From an optimization exercise on the open Yosys and OpenROAD flow, aimed at small area; shortcuts taken in it are not production practice. Only simulation tests tie the RTL to the original design; equivalence was not proved.

==> inputs of run G <==
## tue_apb_regs
module tue_apb_regs #(
  parameter int unsigned ADDR_W = 12,
  parameter int unsigned KEY_W  = 512
) (
  input  logic              clk,
  input  logic              rst_n,
  input  logic              psel,
  input  logic              penable,
  input  logic              pwrite,
  input  logic [ADDR_W-1:0] paddr,
  input  logic [31:0]       pwdata,
  output logic [31:0]       prdata,
  output logic              pready,
  output logic              pslverr,
  output logic              req_valid,
  input  logic              req_ready,
  output tue_pkg::tue_req_t req,
  input  logic              tue_done,
  input  logic              tue_err
);
Settings: LEC_CHECK=0, ABC_CLOCK_PERIOD_IN_PS=5000, CAP_MARGIN=10, CORE_MARGIN=2, CORE_UTILIZATION=50, GPL_TIMING_DRIVEN=0, SETUP_SLACK_MARGIN=0.2, SLEW_MARGIN=10, SYNTH_HIERARCHICAL=1, SYNTH_MINIMUM_KEEP_SIZE=0; clock period 10.0 ns.
standard.sh (not shown) runs the stock make flow with config.mk's settings and CLKGATE_MAP_FILE= SYNTH_SCRIPT=/design/flow/synth_recipe.tcl, a recipe that flattens the netlist after the stock synthesis.
==> flow/flow/run.sh <==
#!/bin/bash
# Standard ORFS layout, with these changes:
# - ports are buffered with the smallest buffer (buf_1) instead of ORFS's default choice;
# - pins may sit on adjacent routing tracks, so the die need not grow to fit the 1262 ports;
# - CTS inserts no dummy loads and builds the tree from clkbuf_4/clkbuf_8, up to 14 flip-flops per leaf buffer.
set -euo pipefail
export BUFFER_PORTS_ARGS="-buffer_cell sky130_fd_sc_hd__buf_1"
export PLACE_PINS_ARGS="-min_distance 1 -min_distance_in_tracks"
export CTS_ARGS="-sink_clustering_enable -repair_clock_nets -dont_use_dummy_load -sink_clustering_size 14 -sink_clustering_max_diameter 60 -buf_list {sky130_fd_sc_hd__clkbuf_4 sky130_fd_sc_hd__clkbuf_8}"
bash standard.sh > standard_flow.log 2>&1
==> run Z: changes against run G <==
--- a/flow/design.v
+++ b/flow/design.v
@@ -73,16 +73,18 @@
   assign busy   = req_valid | wait_q;
   assign access = psel & penable;
   always_comb begin
     err_resp = ~mapped
              | (pwrite & hit[W_STATUS])
              | (pwrite & busy & (hit_shadow | hit[W_COMMIT]));
     wr_ok    = access & pwrite & ~err_resp & ~clr_q;
   end
+  logic [31:0] pww;
+  assign pww = pwdata & {32{wr_ok}};
   always_comb begin
     for (int unsigned i = 0; i <= W_COMMIT; i++) begin
       we[i]   = wr_ok & hit[i];
       hold[i] = ~(we[i] | clr_q);
     end
   end
   localparam int unsigned NSRC = 40;    
   logic [31:0] src_d [NSRC];
@@ -143,29 +145,29 @@
     if (!rst_n) clr_q <= 1'b1;
     else        clr_q <= 1'b0;
   end
   logic [1:0]  op_d;
   logic [15:0] table_id_d;
   logic [4:0]  stage_d;
   logic [31:0] wd_d [W_FIRST:W_LAST];
   for (genvar b = 0; b < 2; b++) begin : g_op
-    tue_hold u_h (.we(we[W_CMD]), .wd(pwdata[b]), .hold(hold[W_CMD]), .q(op_q[b]), .d(op_d[b]));
+    tue_hold u_h (.we(hit[W_CMD]), .wd(pww[b]), .hold(hold[W_CMD]), .q(op_q[b]), .d(op_d[b]));
   end
   for (genvar b = 0; b < 16; b++) begin : g_tid
-    tue_hold u_h (.we(we[W_TID]), .wd(pwdata[b]), .hold(hold[W_TID]), .q(table_id_q[b]),
+    tue_hold u_h (.we(hit[W_TID]), .wd(pww[b]), .hold(hold[W_TID]), .q(table_id_q[b]),
                   .d(table_id_d[b]));
   end
   for (genvar b = 0; b < 5; b++) begin : g_stage
-    tue_hold u_h (.we(we[W_STAGE]), .wd(pwdata[b]), .hold(hold[W_STAGE]), .q(stage_q[b]),
+    tue_hold u_h (.we(hit[W_STAGE]), .wd(pww[b]), .hold(hold[W_STAGE]), .q(stage_q[b]),
                   .d(stage_d[b]));
   end
   for (genvar w = W_FIRST; w <= W_LAST; w++) begin : g_wd
     for (genvar b = 0; b < 32; b++) begin : g_b
-      tue_hold u_h (.we(we[w]), .wd(pwdata[b]), .hold(hold[w]), .q(wd_q[w][b]), .d(wd_d[w][b]));
+      tue_hold u_h (.we(hit[w]), .wd(pww[b]), .hold(hold[w]), .q(wd_q[w][b]), .d(wd_d[w][b]));
     end
   end
   always_ff @(posedge clk) begin
     op_q       <= op_d;
     table_id_q <= table_id_d;
     stage_q    <= stage_d;
     for (int unsigned i = W_FIRST; i <= W_LAST; i++) wd_q[i] <= wd_d[i];
   end
- CAP_MARGIN: 10 -> 5
- CORE_UTILIZATION: 50 -> 55
- GPL_TIMING_DRIVEN: 0 -> unset
- SLEW_MARGIN: 10 -> 5
==> run D: changes against run G <==
==> flow/run.sh (new file) <==
#!/bin/bash
# synth_recipe.tcl (not shown) runs the flow's synth.tcl, then flattens the netlist and writes it again
# the make line also repeats each setting of config.mk as NAME=value (left out here)
make -C /OpenROAD-flow-scripts/flow DESIGN_CONFIG=/design/flow/config.mk WORK_HOME=/design/flow/orfs CLKGATE_MAP_FILE= SYNTH_SCRIPT=/design/flow/synth_recipe.tcl finish
- CAP_MARGIN: 10 -> 20
- CORE_UTILIZATION: 50 -> 55
- GPL_TIMING_DRIVEN: 0 -> unset
- SLEW_MARGIN: 10 -> 20
removed: flow/flow/run.sh
removed: flow/standard.sh
==> out/results.ini <==
[floorplan]
die_w_um=273.1
rows=98
floorplan.initialDensity_pct=55.64

[synth]
synth_nets=3151
synthMuxAreaShare_pct=0.02512
syn_area_per_cell_um2=12.86
yosys.area_share.simple_pct=3.678
netlist_top_cells_area=dfxtp_1, a22o_1, a222oi_1

[run_status]
toolErrorMsg=[ERROR PPL-0024] Number of IO pins (1262) exceeds maximum number of available positions (984). Increase the die perimeter from 1092.56um to 1716.32um.
lastStage=I/O pin placement
status=stopped before the end

-- figures above: run D

==> out/results.ini <==
[synth]
syn_area_per_cell_um2=12.81
synth_nets=3180
yosys.cell_types.count=49
yosys.area_share.xor_xnor_pct=0
yosys.area_share.simple_pct=3.959
netlist_top_cells_area=dfxtp_1, a22o_1, a222oi_1

[run_status]
toolErrorMsg=[ERROR GRT-0116] Global routing finished with congestion. Check the congestion regions in the DRC Viewer.
status=stopped before the end
lastStage=global routing

[floorplan]
die_w_um=273.9

-- figures above: run Z

==> out/results.ini <==
[floorplan]
rows=103
floorplan.initialDensity_pct=50.43
die_w_um=286.3

[run_status]
status=timing/DRC/antenna clean

[synth]
yosys.area_share.simple_pct=3.678
netlist_top_cells_area=dfxtp_1, a22o_1, a222oi_1
synthMuxAreaShare_pct=0.02512
synth_nets=3151
syn_area_per_cell_um2=12.86

[critical_path]
cpLargestDelayFamily=buffers and inverters

[drt]
drt-met1-wl_mm=79.95

-- figures above: run G

==> afterwards: timing with drivers on the ports <==
The flow's constraints put no driver on any port. The routed layout listed below was extracted and timed again, unchanged, in two steps. Step 1 sets driving cells, clkbuf_16 on the clock port and buf_2 on the other inputs (assumed; they add their load-dependent delay and slew). Step 2 times the ports against the registers' clock, not the clock port: input delays grow and output delays shrink by t, the midpoint of the rising clock arrivals with the driver on. Slacks: ideal ports / drivers / drivers and shift; pairs: ideal ports / drivers.
run: run G
t (ns): 0.810
slack for setup (ns): 1.762 / 1.637 / 1.637
clock arrival spread, ns: 0.060 / 0.060
After both steps setup and hold are still met in run G. The setup slack of run G moves by -0.125 ns with the drivers and by -0.125 ns with both steps.
